From an optimization exercise on the open Yosys and OpenROAD flow, aimed at small area and a short achievable clock period; shortcuts taken in it are not production practice.
At most, simulation tests tie the RTL to the original design; equivalence was not proved.
The flow treats the clock pin as an ideal source, which a real chip does not have.
Power is estimated from default activity; no workload was simulated.

==> flow/design.v (excerpt) <==
module frame_buf_top
(
    input  logic              ddr_clk,
    input  logic              rst_n,
    input  logic              pix_fsync,
    input  logic              pix_valid,
    input  logic [PIX_W-1:0]  pix_data,
    input  logic              rd_fsync,
    input  logic              rd_en,
    output logic              vout_de,
    output logic [PIX_W-1:0]  vout_data,
    output logic              init_done,
    output logic              wr_overflow,
    output logic              rd_underrun,
    input  logic              axi_awready,
    input  logic              axi_wready,
    input  logic              axi_arready,
    input  logic              axi_rvalid,
    input  logic              axi_rlast,
    input  logic [WORD_W-1:0] axi_rdata,
    output logic [ADDR_W-1:0] axi_awaddr,
    output logic [ADDR_W-1:0] axi_araddr,
    output logic              axi_awvalid,
    output logic              axi_wvalid,
    output logic              axi_wlast,
    output logic              axi_arvalid,
    output logic [WORD_W-1:0] axi_wdata
);
Size in the first run: about 2600 cells after synthesis, ~2200 flip-flops, about 220 I/O pins, roughly 69000 um2 of cells after synthesis.
==> module burst_master, before the edit <==
module burst_master
(
    input  logic              ddr_clk,
    input  logic              rst_n,
    input  logic              wr_req,
    input  logic [3:0]        wr_addr,
    input  logic              rd_req,
    input  logic [3:0]        rd_addr,
    input  logic              axi_awready,
    input  logic              axi_wready,
    input  logic              axi_arready,
    input  logic              axi_rvalid,
    input  logic              axi_rlast,
    output logic              wr_ready,
    output logic              wr_busy,
    output logic              wr_done,
    output logic              wr_data_re,
    output logic              wr_start,
    output logic              rd_ready,
    output logic              rd_busy,
    output logic              rd_done,
    output logic              rd_data_en,
    output logic [3:0]        aw_addr,
    output logic [3:0]        ar_addr,
    output logic              axi_awvalid,
    output logic              axi_wvalid,
    output logic              axi_wlast,
    output logic              axi_arvalid
);
    logic [3:0]            state;                       
    logic [WORD_IDX_W-1:0] beat;                        
    logic                  last_wr;                     
    logic                  last_beat;                   
    logic                  idle;
    logic                  grant_wr;
    logic                  grant_rd;
    assign idle     = (state == 4'd0);
    assign grant_wr = idle && wr_req && (!rd_req || !last_wr);
    assign grant_rd = idle && rd_req && !grant_wr;
    assign wr_ready = grant_wr;
    assign rd_ready = grant_rd;
    assign wr_busy  = state[ST_WADDR] || state[ST_WDATA];
    assign rd_busy  = state[ST_RADDR] || state[ST_RDATA];
    logic [2:0]            vld_q;
    assign axi_awvalid = vld_q[0];
    assign axi_wvalid  = vld_q[1];
    assign axi_arvalid = vld_q[2];
    assign axi_wlast   = last_beat;                     
    assign wr_start    = state[ST_WADDR] && axi_awready;
    assign wr_data_re  = state[ST_WDATA] && axi_wready;
    assign wr_done     = wr_data_re && last_beat;
    assign rd_data_en  = state[ST_RDATA] && axi_rvalid;
    assign rd_done     = rd_data_en && axi_rlast;
    always_ff @(posedge ddr_clk)
        aw_addr <= wr_addr;
    always_ff @(posedge ddr_clk)
    begin
        if (!rst_n)
            vld_q <= '0;
        else
        begin
            vld_q[0] <= grant_wr || (state[ST_WADDR] && !axi_awready);
            vld_q[1] <= (state[ST_WADDR] && axi_awready) || (state[ST_WDATA] && !wr_done);
            vld_q[2] <= grant_rd || (state[ST_RADDR] && !axi_arready);
        end
    end
    always_ff @(posedge ddr_clk)
    begin
        if (!rst_n)
            ar_addr <= '0;
        else if (grant_rd)
            ar_addr <= rd_addr;
    end
    always_ff @(posedge ddr_clk)
    begin
        if (!rst_n)
        begin
            state   <= 4'd0;
            beat      <= '0;
            last_beat <= 1'b0;
            last_wr   <= 1'b0;
        end
        else
        begin
            if (grant_wr)
            begin
                state   <= 4'd1 << ST_WADDR;
                last_wr <= 1'b1;
            end
            if (grant_rd)
            begin
                state   <= 4'd1 << ST_RADDR;
                last_wr <= 1'b0;
            end
            if (state[ST_WADDR] && axi_awready)
                state <= 4'd1 << ST_WDATA;
            if (wr_data_re)
            begin
                beat      <= beat + 1'b1;
                last_beat <= (beat == WORD_IDX_W'(BURST_WORDS - 2));
            end
            if (wr_done)
                state <= 4'd0;
            if (state[ST_RADDR] && axi_arready)
                state <= 4'd1 << ST_RDATA;
            if (rd_done)
                state <= 4'd0;
        end
    end
endmodule
export LEC_CHECK = 0
export CAP_MARGIN = 20
export CORE_MARGIN = 2
export CORE_UTILIZATION = 65
export CTS_BUF_LIST = sky130_fd_sc_hd__clkbuf_16
export CTS_CLUSTER_DIAMETER = 80
export CTS_CLUSTER_SIZE = 32
export SETUP_SLACK_MARGIN = 3.55
export SLEW_MARGIN = 20
create_clock -name core_clock -period 5.5 [get_ports {ddr_clk}]
standard.sh (not shown) runs the stock make flow with config.mk's settings and CLKGATE_MAP_FILE= SYNTH_SCRIPT=/design/flow/synth_recipe.tcl, a recipe that flattens the netlist after the stock synthesis.
==> flow/flow/run.sh <==
#!/bin/bash
set -euo pipefail
export BUFFER_PORTS_ARGS="-buffer_cell sky130_fd_sc_hd__buf_2"
RES=$(pwd)/orfs/results/sky130hd/frame_buf_top/base
bash standard.sh synth floorplan place > standard_place.log 2>&1
PLACE_ODB=$RES/3_place.odb openroad -no_init -exit flow/move_out_ffs.tcl > move_out_ffs.log 2>&1
bash standard.sh cts > standard_cts.log 2>&1
CTS_ODB=$RES/4_cts.odb CLOCK_PORT=ddr_clk openroad -no_init -exit flow/split_root.tcl > split_root.log 2>&1
CTS_ODB=$RES/4_cts.odb CLOCK_PORT=ddr_clk openroad -no_init -exit flow/skip_mid.tcl > skip_mid.log 2>&1
bash standard.sh > standard_finish.log 2>&1
Other scripts of this flow, unchanged in this note and not shown: flow/flow/move_out_ffs.tcl, flow/flow/skip_mid.tcl, flow/flow/split_root.tcl
Rerun with:
--- a/flow/design.v
+++ b/flow/design.v
@@ -365,18 +365,21 @@
             vld_q[0] <= grant_wr || (state[ST_WADDR] && !axi_awready);
             vld_q[1] <= (state[ST_WADDR] && axi_awready) || (state[ST_WDATA] && !wr_done);
             vld_q[2] <= grant_rd || (state[ST_RADDR] && !axi_arready);
         end
     end
+    logic [3:0]            ar_hold;
     always_ff @(posedge ddr_clk)
     begin
         if (!rst_n)
-            ar_addr <= '0;
+            ar_hold <= '0;
         else if (grant_rd)
-            ar_addr <= rd_addr;
+            ar_hold <= rd_addr;
     end
     always_ff @(posedge ddr_clk)
+        ar_addr <= grant_rd ? rd_addr : ar_hold;
+    always_ff @(posedge ddr_clk)
     begin
         if (!rst_n)
         begin
             state   <= 4'd0;
             beat      <= '0;
Outcome: The new run passed the timing, DRC and antenna checks. Sequential share of layout area grows by 0.34 points. Area after synthesis is about the same. Global-route usage grows by 0.25 points. Total power is about the same. Core utilization shrinks by 0.30 points. Setup slack loses 0.072 ns. Hold slack gains 0.0046 ns. Maximum frequency shrinks by 3.3%. Via count shrinks by 0.42%. Count of clock-buffer cells in the layout is unchanged. Synthesized cell count grows by 0.46%. Combinational power shrinks by 6.1%.
For the second run of this note, only the layout was checked, not whether the RTL still works.


Another version of the RTL of frame_buf_top (not shown whole).
For scale: about 2600 cells after synthesis, ~2200 flip-flops, roughly 220 I/O pins.
==> module line_writer, before the edit <==
module line_writer
(
    input  logic              ddr_clk,
    input  logic              rst_n,
    input  logic              pix_fsync,
    input  logic              pix_valid,
    input  logic [PIX_W-1:0]  pix_data,
    input  logic              axi_wready,
    input  logic              wr_busy,
    input  logic              wr_start,
    input  logic              wr_done,
    output logic              wr_req,
    output logic [3:0]        wr_addr,
    output logic [WORD_W-1:0] wr_data,
    output logic              wr_overflow,
    output logic              frame_done,
    output logic              done_bank
);
    logic [WORD_W-1:0]     chain [2][BURST_WORDS];      
    logic [LINE_IDX_W-1:0] buf_line [2];                
    logic [LANE_W-1:0]     in_lane, lane_c, in_lane_n;
    logic [WORD_IDX_W-1:0] in_word, word_c;
    logic [LINE_IDX_W-1:0] in_line, line_c;
    logic                  in_buf, in_buf_n;            
    logic [1:0]            buf_full, buf_full_n;
    logic                  pix_take, word_end, line_end;
    logic                  out_buf, out_buf_n;          
    logic                  wr_bank;
    logic                  sending, sending_n;          
    logic                  lane0_q;                     
    logic [1:0]            fill_q, fill_n;              
    logic [1:0]            send_q, send_n;              
    logic                  beat;
    logic [1:0]            shift;
    assign lane_c   = pix_fsync ? '0 : in_lane;         
    assign word_c   = pix_fsync ? '0 : in_word;
    assign line_c   = pix_fsync ? '0 : in_line;
    assign pix_take = pix_valid && !(&buf_full);        
    assign word_end = pix_take && (lane_c == LANE_W'(PIX_PER_WORD - 1));
    assign line_end = word_end && (word_c == WORD_IDX_W'(BURST_WORDS - 1));
    assign beat     = axi_wready && sending;
    for (genvar b = 0; b < 2; b++)
    begin : g_shift
        assign shift[b] = (pix_valid && fill_q[b] && (pix_fsync || lane0_q))
                       || (axi_wready && send_q[b]);
    end
    always_ff @(posedge ddr_clk)
    begin
        for (int b = 0; b < 2; b++)
        begin
            if (shift[b])
                for (int s = 0; s < BURST_WORDS - 1; s++)
                    chain[b][s] <= chain[b][s+1];
            for (int l = 0; l < PIX_PER_WORD; l++)
                if (pix_valid && fill_q[b]
                    && (pix_fsync ? (l == 0) : (in_lane == l[LANE_W-1:0])))
                    chain[b][BURST_WORDS-1][l*PIX_W +: PIX_W] <= pix_data;
        end
        if (line_end)
            buf_line[in_buf] <= line_c;                 
        wr_data <= chain[out_buf][beat ? 1 : 0];
    end
    always_comb
    begin
        in_lane_n  = pix_take ? lane_c + 1'b1 : in_lane;
        buf_full_n = buf_full;
        if (line_end)
            buf_full_n[in_buf] = 1'b1;                  
        if (wr_done)
            buf_full_n[out_buf] = 1'b0;
        in_buf_n   = in_buf ^ line_end;
        out_buf_n  = out_buf ^ wr_done;
        sending_n  = wr_start || (sending && !wr_done);
        for (int b = 0; b < 2; b++)
        begin
            fill_n[b] = !(&buf_full_n) && (in_buf_n == b[0]);
            send_n[b] = sending_n && (out_buf_n == b[0]);
        end
    end
    always_ff @(posedge ddr_clk)
    begin
        if (!rst_n)
        begin
            in_lane     <= '0;
            in_word     <= '0;
            in_line     <= '0;
            in_buf      <= 1'b0;
            buf_full    <= 2'b00;
            out_buf     <= 1'b0;
            wr_bank     <= 1'b0;
            wr_overflow <= 1'b0;
            sending     <= 1'b0;
            lane0_q     <= 1'b1;
            fill_q      <= 2'b01;
            send_q      <= 2'b00;
        end
        else
        begin
            if (pix_valid && (&buf_full))
                wr_overflow <= 1'b1;                    
            if (pix_take)
            begin
                in_word <= word_end ? word_c + 1'b1 : word_c;
                in_line <= line_end ? line_c + 1'b1 : line_c;
            end
            in_lane  <= in_lane_n;
            lane0_q  <= (in_lane_n == '0);
            buf_full <= buf_full_n;
            in_buf   <= in_buf_n;
            out_buf  <= out_buf_n;
            sending  <= sending_n;
            fill_q   <= fill_n;
            send_q   <= send_n;
            if (frame_done)
                wr_bank <= ~wr_bank;                    
        end
    end
    assign wr_req     = buf_full[out_buf] && !wr_busy;
    assign wr_addr    = {wr_bank, buf_line[out_buf]};
    assign frame_done = wr_done && (buf_line[out_buf] == LINE_IDX_W'(V_LINES - 1));
    assign done_bank  = wr_bank;                        
endmodule
==> module burst_master, before the edit <==
module burst_master
(
    input  logic              ddr_clk,
    input  logic              rst_n,
    input  logic              wr_req,
    input  logic [3:0]        wr_addr,
    input  logic              rd_req,
    input  logic [3:0]        rd_addr,
    input  logic              axi_awready,
    input  logic              axi_wready,
    input  logic              axi_arready,
    input  logic              axi_rvalid,
    input  logic              axi_rlast,
    output logic              wr_ready,
    output logic              wr_busy,
    output logic              wr_done,
    output logic              wr_data_re,
    output logic              wr_start,
    output logic              rd_ready,
    output logic              rd_busy,
    output logic              rd_done,
    output logic              rd_data_en,
    output logic [3:0]        aw_addr,
    output logic [3:0]        ar_addr,
    output logic              axi_awvalid,
    output logic              axi_wvalid,
    output logic              axi_wlast,
    output logic              axi_arvalid
);
    logic [3:0]            state;                       
    logic [WORD_IDX_W-1:0] beat;                        
    logic                  last_wr;                     
    logic                  last_beat;                   
    logic                  idle;
    logic                  grant_wr;
    logic                  grant_rd;
    assign idle     = (state == 4'd0);
    assign grant_wr = idle && wr_req && (!rd_req || !last_wr);
    assign grant_rd = idle && rd_req && !grant_wr;
    assign wr_ready = grant_wr;
    assign rd_ready = grant_rd;
    assign wr_busy  = state[ST_WADDR] || state[ST_WDATA];
    assign rd_busy  = state[ST_RADDR] || state[ST_RDATA];
    assign axi_awvalid = state[ST_WADDR];
    assign axi_arvalid = state[ST_RADDR];
    assign axi_wvalid  = state[ST_WDATA];
    assign axi_wlast   = last_beat;                     
    assign wr_start    = state[ST_WADDR] && axi_awready;
    assign wr_data_re  = state[ST_WDATA] && axi_wready;
    assign wr_done     = wr_data_re && last_beat;
    assign rd_data_en  = state[ST_RDATA] && axi_rvalid;
    assign rd_done     = rd_data_en && axi_rlast;
    always_ff @(posedge ddr_clk)
        aw_addr <= wr_addr;
    always_ff @(posedge ddr_clk)
    begin
        if (!rst_n)
            ar_addr <= '0;
        else if (grant_rd)
            ar_addr <= rd_addr;
    end
    always_ff @(posedge ddr_clk)
    begin
        if (!rst_n)
        begin
            state   <= 4'd0;
            beat      <= '0;
            last_beat <= 1'b0;
            last_wr   <= 1'b0;
        end
        else
        begin
            if (grant_wr)
            begin
                state   <= 4'd1 << ST_WADDR;
                last_wr <= 1'b1;
            end
            if (grant_rd)
            begin
                state   <= 4'd1 << ST_RADDR;
                last_wr <= 1'b0;
            end
            if (state[ST_WADDR] && axi_awready)
                state <= 4'd1 << ST_WDATA;
            if (wr_data_re)
            begin
                beat      <= beat + 1'b1;
                last_beat <= (beat == WORD_IDX_W'(BURST_WORDS - 2));
            end
            if (wr_done)
                state <= 4'd0;
            if (state[ST_RADDR] && axi_arready)
                state <= 4'd1 << ST_RDATA;
            if (rd_done)
                state <= 4'd0;
        end
    end
endmodule
Settings: LEC_CHECK=0, CAP_MARGIN=20, CORE_MARGIN=2, CORE_UTILIZATION=65, CTS_BUF_LIST=sky130_fd_sc_hd__clkbuf_16, CTS_CLUSTER_DIAMETER=80, CTS_CLUSTER_SIZE=32, SETUP_SLACK_MARGIN=3.4, SLEW_MARGIN=20; clock period 5.5 ns.
==> flow/flow/run.sh <==
#!/bin/bash
# Standard layout with two changes: the port buffers are buf_2 cells, and
# after placement each flip-flop that drives an output port is moved next to
# that port's buffer (then legalised) before clock tree synthesis.
set -euo pipefail
export BUFFER_PORTS_ARGS="-buffer_cell sky130_fd_sc_hd__buf_2"
bash standard.sh synth floorplan place > standard_place.log 2>&1
PLACE_ODB=$(pwd)/orfs/results/sky130hd/frame_buf_top/base/3_place.odb
PLACE_ODB=$PLACE_ODB openroad -no_init -exit flow/move_out_ffs.tcl > move_out_ffs.log 2>&1
bash standard.sh > standard_finish.log 2>&1
==> flow/flow/move_out_ffs.tcl <==
# Move each flip-flop that drives an output port's buffer next to that buffer,
# then legalise.  Reads and rewrites the placed design given in PLACE_ODB.
read_db $::env(PLACE_ODB)
set block [ord::get_db_block]
set moved 0
foreach bt [$block getBTerms] {
  if {[$bt getIoType] != "OUTPUT"} continue
  set net [$bt getNet]
  if {$net == "NULL"} continue
  foreach it [$net getITerms] {
    if {![$it isOutputSignal]} continue
    set buf [$it getInst]
    foreach it2 [$buf getITerms] {
      if {![$it2 isInputSignal]} continue
      set n2 [$it2 getNet]
      if {$n2 == "NULL"} continue
      foreach it3 [$n2 getITerms] {
        if {![$it3 isOutputSignal]} continue
        set ff [$it3 getInst]
        if {![string match "*df*" [[$ff getMaster] getName]]} continue
        set loc [$buf getLocation]
        $ff setLocation [lindex $loc 0] [lindex $loc 1]
        $ff setPlacementStatus PLACED
        incr moved
      }
    }
  }
}
puts "moved $moved output flip-flops"
detailed_placement
check_placement -verbose
write_db $::env(PLACE_ODB)
Edit:
--- a/flow/design.v
+++ b/flow/design.v
@@ -49,4 +49,6 @@
     logic                  sending, sending_n;          
     logic                  lane0_q;                     
+    logic                  last_q;                      
+    logic [WORD_IDX_W-1:0] in_word_n;
     logic [1:0]            fill_q, fill_n;              
     logic [1:0]            send_q, send_n;              
@@ -58,5 +60,5 @@
     assign pix_take = pix_valid && !(&buf_full);        
     assign word_end = pix_take && (lane_c == LANE_W'(PIX_PER_WORD - 1));
-    assign line_end = word_end && (word_c == WORD_IDX_W'(BURST_WORDS - 1));
+    assign line_end = pix_take && !pix_fsync && last_q;  
     assign beat     = axi_wready && sending;
     for (genvar b = 0; b < 2; b++)
@@ -84,4 +86,5 @@
     begin
         in_lane_n  = pix_take ? lane_c + 1'b1 : in_lane;
+        in_word_n  = pix_take ? (word_end ? word_c + 1'b1 : word_c) : in_word;
         buf_full_n = buf_full;
         if (line_end)
@@ -112,4 +115,5 @@
             sending     <= 1'b0;
             lane0_q     <= 1'b1;
+            last_q      <= 1'b0;
             fill_q      <= 2'b01;
             send_q      <= 2'b00;
@@ -120,10 +124,10 @@
                 wr_overflow <= 1'b1;                    
             if (pix_take)
-            begin
-                in_word <= word_end ? word_c + 1'b1 : word_c;
                 in_line <= line_end ? line_c + 1'b1 : line_c;
-            end
             in_lane  <= in_lane_n;
+            in_word  <= in_word_n;
             lane0_q  <= (in_lane_n == '0);
+            last_q   <= (in_lane_n == LANE_W'(PIX_PER_WORD - 1))
+                        && (in_word_n == WORD_IDX_W'(BURST_WORDS - 1));
             buf_full <= buf_full_n;
             in_buf   <= in_buf_n;
@@ -341,7 +345,8 @@
     assign wr_busy  = state[ST_WADDR] || state[ST_WDATA];
     assign rd_busy  = state[ST_RADDR] || state[ST_RDATA];
-    assign axi_awvalid = state[ST_WADDR];
-    assign axi_arvalid = state[ST_RADDR];
-    assign axi_wvalid  = state[ST_WDATA];
+    logic [2:0]            vld_q;
+    assign axi_awvalid = vld_q[0];
+    assign axi_wvalid  = vld_q[1];
+    assign axi_arvalid = vld_q[2];
     assign axi_wlast   = last_beat;                     
     assign wr_start    = state[ST_WADDR] && axi_awready;
@@ -354,4 +359,15 @@
     always_ff @(posedge ddr_clk)
     begin
+        if (!rst_n)
+            vld_q <= '0;
+        else
+        begin
+            vld_q[0] <= grant_wr || (state[ST_WADDR] && !axi_awready);
+            vld_q[1] <= (state[ST_WADDR] && axi_awready) || (state[ST_WDATA] && !wr_done);
+            vld_q[2] <= grant_rd || (state[ST_RADDR] && !axi_arready);
+        end
+    end
+    always_ff @(posedge ddr_clk)
+    begin
         if (!rst_n)
             ar_addr <= '0;
- power is about the same
- count of clock-buffer cells in the layout stays the same
- register-to-register slack gets worse by 0.04 ns
- worst setup slack gains 0.027 ns
- combinational power grows by about 4%
- worst hold slack improves by 0.016 ns
- via count hardly moves
- non-clock buffer count is lower by 3
- area after synthesis barely changes

-- re-timing with driven ports --
Ports are ideal in the flow. The routed layouts listed here were re-timed in OpenROAD.
Step 1: set_driving_cell puts a clkbuf_16 on ddr_clk and a buf_2 on each other input, an assumption about the parent block.
Step 2 also shifts input and output timing later by t, the mid clock arrival at the registers, as if the neighbouring blocks saw the same clock.
Slacks: ideal / step 1 / step 2; pairs: ideal / step 1.
| run | shift t [ns] | setup WS [ns] | hold WS [ns] | latest minus earliest clock arrival (ns) |
|---|---|---|---|---|
| the first run of note 1 | 0.676 | 3.406 / 3.254 / 2.881 | 0.401 / 0.401 / 0.401 | 0.030 / 0.029 |
| the second run of note 1 | 0.661 | 3.334 / 3.245 / 2.792 | 0.406 / 0.406 / 0.406 | 0.041 / 0.041 |
| the first run of note 2 | 0.742 | 3.242 / 3.172 / 2.647 | 0.387 / 0.387 / 0.387 | 0.023 / 0.023 |
| the second run of note 2 | 0.736 | 3.270 / 3.199 / 2.651 | 0.403 / 0.403 / 0.403 | 0.024 / 0.024 |
After both steps every run listed still meets setup and hold. The setup slack of the second run of note 2, which loses most, moves by -0.071 ns with the drivers and by -0.619 ns with both steps.
